From an optimization exercise on the open Yosys and OpenROAD flow, aimed at small area, a short achievable clock period and few clock cycles per item; shortcuts taken in it are not production practice.
Function was checked by simulation only, so behaviour that the tests miss may differ from the original.
Power and IR drop assume default switching activity.

## vertex_fetch_index_cache
module vertex_fetch_index_cache (
  input  logic         clk_i,
  input  logic         rst_ni,
  input  logic         psel,
  input  logic         penable,
  input  logic         pwrite,
  input  logic [3:0]   paddr,
  input  logic [31:0]  pwdata,
  output logic [31:0]  prdata,
  output logic         pready,
  input  logic         s_axis_tvalid,
  output logic         s_axis_tready,
  input  logic [159:0] s_axis_tdata,
  input  logic         s_axis_tuser,
  input  logic         s_axis_tlast,
  output logic         m_axis_tvalid,
  input  logic         m_axis_tready,
  output logic [87:0]  m_axis_tdata,
  output logic         m_axis_tuser,
  output logic         m_axis_tlast
);
Size in the first run: about 12,000 cells after synthesis, roughly 4,100 flip-flops, about 330 I/O pins, roughly 180,000 sq um of cells after synthesis.
clock: 9.5 ns
lec_check: 0
cap_margin: 20
core_margin: 2
core_utilization: 40
cts_cluster_diameter: 100
cts_cluster_size: 30
slew_margin: 20
tns_end_percent: 20
standard.sh (not shown) runs the stock make flow with config.mk's settings and CLKGATE_MAP_FILE= SYNTH_SCRIPT=/design/flow/synth_recipe.tcl, a recipe that flattens the netlist after the stock synthesis.
==> flow/flow/run.sh <==
#!/bin/bash
# The standard layout (the standard.sh, standard synthesis unchanged), with
# two layout knobs: repair_timing aims for a larger setup margin, and the port
# buffers are plain buffers instead of the delay cells buffer_ports picks.
# Constraints (clock period, I/O delays, loads) are the standard flow's, untouched.
set -euo pipefail
bash standard.sh \
  SETUP_SLACK_MARGIN=${MARGIN:-5.8} \
  "BUFFER_PORTS_ARGS=-buffer_cell sky130_fd_sc_hd__buf_2" \
  finish > make_finish.log 2>&1
The baseline finished clean.
Testbench counts at the start, summed over its fixed seeds: cycles 64,530, vertices 22,812.
Change:
--- a/flow/flow/run.sh
+++ b/flow/flow/run.sh
@@ -6,5 +6,5 @@
 set -euo pipefail
 bash standard.sh \
-  SETUP_SLACK_MARGIN=${MARGIN:-5.8} \
+  SETUP_SLACK_MARGIN=${MARGIN:-5.9} \
   "BUFFER_PORTS_ARGS=-buffer_cell sky130_fd_sc_hd__buf_2" \
   finish > make_finish.log 2>&1
--- a/flow/config.mk
+++ b/flow/config.mk
@@ -12,3 +12,2 @@
 export CTS_CLUSTER_SIZE = 30
 export SLEW_MARGIN = 20
-export TNS_END_PERCENT = 20
Outcome: Core utilization increases by 0.87 points; die area is unchanged; global-route usage increases by 2.1 points; critical path depth stays the same; sequential power hardly moves; cell count increases by 0.92%; total power increases by about 4%.
Change:
--- a/flow/flow/run.sh
+++ b/flow/flow/run.sh
@@ -6,5 +6,5 @@
 set -euo pipefail
 bash standard.sh \
-  SETUP_SLACK_MARGIN=${MARGIN:-5.9} \
+  SETUP_SLACK_MARGIN=${MARGIN:-5.8} \
   "BUFFER_PORTS_ARGS=-buffer_cell sky130_fd_sc_hd__buf_2" \
   finish > make_finish.log 2>&1
--- a/flow/config.mk
+++ b/flow/config.mk
@@ -9,5 +9,3 @@
 export CORE_MARGIN = 2
 export CORE_UTILIZATION = 40
-export CTS_CLUSTER_DIAMETER = 100
-export CTS_CLUSTER_SIZE = 30
 export SLEW_MARGIN = 20
Result: Via count fell by 1.8%; hold slack degrades by 0.073 ns; final cell count goes up by 2.1%; cell area rises by 2.5%; global-route usage shrinks by 1.9 points; flip-flop and latch count stays the same; setup slack is worse by 0.016 ns; clock skew decreases by 0.0046 ns; clock power goes up by 74%; synthesized area is unchanged.
Change:
--- a/flow/config.mk
+++ b/flow/config.mk
@@ -6,6 +6,8 @@
 export NUM_CORES = 4
 export LEC_CHECK = 0
-export CAP_MARGIN = 20
+export CAP_MARGIN = 10
 export CORE_MARGIN = 2
 export CORE_UTILIZATION = 40
-export SLEW_MARGIN = 20
+export CTS_CLUSTER_DIAMETER = 100
+export CTS_CLUSTER_SIZE = 30
+export SLEW_MARGIN = 10
Outcome: The changed run produced a clean layout; worst setup slack is worse by 0.055 ns; routed wire length goes down by 2.1%; hold slack gets better by 0.029 ns; clock power is lower by about 43%; design area goes down by about 4%; fmax goes down by about 1.4%; die area stays the same; core utilization decreases by 1.9 points.

[static timing again, ports no longer ideal]
The flow's constraints put no driver on any port. The routed layouts listed below were extracted and timed again, unchanged, in two steps.
Step 1 (the two cells are an assumption about what drives the block):
set clk [get_ports {clk_i}]
set_driving_cell -lib_cell sky130_fd_sc_hd__clkbuf_16 $clk
set_driving_cell -lib_cell sky130_fd_sc_hd__buf_2 [delete_from_list [all_inputs] $clk]
Step 2 times the ports against the registers' clock, not the clock port: input delays grow and output delays shrink by t, the midpoint of the rising clock arrivals with the driver on.
a / b / c = ideal / step 1 / step 2; a / b = the first two.
run | shift t [ns] | slack for setup (ns) | worst slew at a driven data input, ns
the first run | 1.022 | 5.671 / 5.671 / 4.749 | 0.11
the second run | 1.039 | 5.780 / 5.780 / 4.832 | 0.15
the third run | 1.081 | 5.764 / 5.705 / 4.810 | 0.11
the fourth run | 1.028 | 5.709 / 5.709 / 4.805 | 0.11
After both steps every run listed still meets setup and hold. The setup slack of the third run, which loses most, moves by -0.059 ns with the drivers and by -0.954 ns with both steps.
